This design comes from an exercise in tuning for a short achievable clock period and few clock cycles on the open sky130 flow, not from production work.
The RTL was checked by simulation tests, not by an equivalence proof against the original design.
Power and IR drop assume default switching activity.

== exp/umber ==
Design csr_top, start of the top module:
module csr_top (
    input  logic        clk,
    input  logic        rst,
    input  logic        req_valid,
    input  logic [2:0]  req_op,
    input  logic [11:0] req_addr,
    input  logic [31:0] req_rs1_data,
    input  logic [4:0]  req_zimm,
    input  logic        req_rs1_zero,
    input  logic        trap_valid,
    input  logic        mret_valid,
    input  logic [31:0] trap_cause,
    input  logic [31:0] trap_pc,
    input  logic [31:0] trap_tval,
    output logic [31:0] rd_data,
    output logic        illegal,
    output logic        busy,
    output logic        redir_valid,
    output logic [31:0] redir_pc,
    output logic [31:0] mstatus,
    output logic [31:0] mtvec,
    output logic [31:0] mip,
    output logic [31:0] mie,
    output logic [31:0] mscratch,
    output logic [31:0] mcause,
    output logic [31:0] mtval,
    output logic [31:0] mepc,
    output logic [31:0] mcycle,
    output logic [31:0] mhartid,
    output logic [31:0] satp
);
    core_pkg::csr_req  req;
    core_pkg::trap_req trap;
    core_pkg::redirect redir;
    csr_pkg::csr_pack  csrs;
    assign req.valid    = req_valid;
    assign req.op       = core_pkg::csr_op_e'(req_op);
    assign req.addr     = req_addr;
    assign req.rs1_data = req_rs1_data;
    assign req.zimm     = req_zimm;
    assign req.rs1_zero = req_rs1_zero;
    assign trap.trap_valid = trap_valid;
    assign trap.mret_valid = mret_valid;
    assign trap.cause      = trap_cause;
    assign trap.pc         = trap_pc;
    assign trap.tval       = trap_tval;
    csr_unit u_unit (
        .clk     (clk),
        .rst     (rst),
        .req     (req),
        .trap    (trap),
  ...
Settings: LEC_CHECK=0, ABC_AREA=1, CAP_MARGIN=20, CORE_MARGIN=2, CORE_UTILIZATION=35, PLACE_DENSITY=0.75, SETUP_SLACK_MARGIN=3.0, SLEW_MARGIN=20, SYNTH_HIERARCHICAL=1, SYNTH_MINIMUM_KEEP_SIZE=0; clock period 5.0 ns.
run.sh (not shown) runs the stock make flow with config.mk's settings and CLKGATE_MAP_FILE= SYNTH_SCRIPT=/design/flow/synth_recipe.tcl, a recipe that flattens the netlist after the stock synthesis.
Testbench counts of exp/umber, summed over its fixed seeds: cycles 3,200.
The following lists how exp/delta was set up differently from exp/umber:
- removing PLACE_DENSITY (formerly 0.75)
- changing SETUP_SLACK_MARGIN from 3.0 to 2.2
- changing CORE_UTILIZATION from 35 to 50
==> comparison <==
exp/delta: PASS, flow complete, no timing, DRC or antenna violations
The routed wire length per instance in exp/delta sits about 23% below the value recorded for exp/umber.
Power per unit of standard cell area (exp/umber / exp/delta): 0.879
In exp/delta relative to exp/umber, non-clock buffer count had gone down by more than half.
Here is what was changed in the inputs of exp/fjord compared with exp/delta.
- a change of CORE_UTILIZATION from 50 to 35
Results
- Final critical-path required period down 5.5 ps in exp/fjord wrt exp/delta
- exp/fjord: via count is 895 lower than what exp/delta reported.
- exp/fjord did not stop at any stage, and its layout met the timing, DRC and antenna checks.
- Max-cap check violation count came out exactly the same in exp/delta and exp/fjord.
- Per the comparison of exp/fjord with exp/delta, setup slack shows an increase of 5.5 ps; critical path depth shows no meaningful change.
- exp/delta reports its capturing instance or port of the critical path as rd_data[10] while exp/fjord reports rd_data[12].
Setup changes, exp/fjord to exp/juniper
- changing SETUP_SLACK_MARGIN from 2.2 to 3.0
- Min sum of routed wire length over all layers across exp/juniper and exp/fjord: exp/fjord
- Compare exp/juniper and exp/fjord | weighted congestion reported at the end of routability-driven placement lower: exp/juniper
- In the metrics for exp/juniper and exp/fjord, the one carrying the lower number of buffers added for setup after CTS is exp/fjord.
- Diff exp/fjord -> exp/juniper | static leakage power | up by more than a quarter
- Taking exp/juniper as 1.0, exp/fjord lands at 0.929 on ratio of routed vias to standard cells.
- Compared with exp/fjord, largest net degree at the start of global routing in exp/juniper increased by more than 10%.
- In the reports for exp/juniper and exp/fjord, the smaller number of global-route vias before repair belongs to exp/fjord.
- Fmax: exp/juniper above exp/fjord
- Comparing exp/juniper and exp/fjord, the higher amount of wire on met2 after detailed routing is on exp/juniper.
- Compared with exp/fjord, exp/juniper shows a total power after layout that is about 18% higher.
- The growth of design area from synthesis to finish in exp/juniper was higher than what exp/fjord gave.

[afterwards: timing with drivers on the ports]
In the flow no input, the clock included, has a driving cell. The finished layouts below were timed again as built, in two steps.
Step 1: set_driving_cell puts a clkbuf_16 on clk and a buf_2 on each other input, an assumption about the parent block.
Step 2, shift: input delay + t, output delay - t, t = (earliest + latest rising clock arrival at the registers) / 2. This alone moves slack from input paths to output paths.
a / b / c = ideal ports / drivers / drivers and shift; a / b = the first two.
run | t (ns) | setup slack, ns | latest minus earliest clock arrival (ns) | worst slew at a driven data input, ns
exp/umber | 0.641 | 1.791 / 1.427 / 1.427 | 0.033 / 0.033 | 0.48
exp/delta | 0.584 | 1.902 / 1.645 / 1.645 | 0.024 / 0.024 | 0.32
exp/fjord | 0.600 | 1.908 / 1.618 / 1.561 | 0.018 / 0.018 | 0.53
exp/juniper | 0.627 | 1.936 / 1.580 / 1.433 | 0.021 / 0.021 | 0.50
After both steps setup and hold are still met in every run listed. For exp/juniper, which loses most, drivers alone change the setup slack by -0.356 ns; drivers and shift together by -0.503 ns.
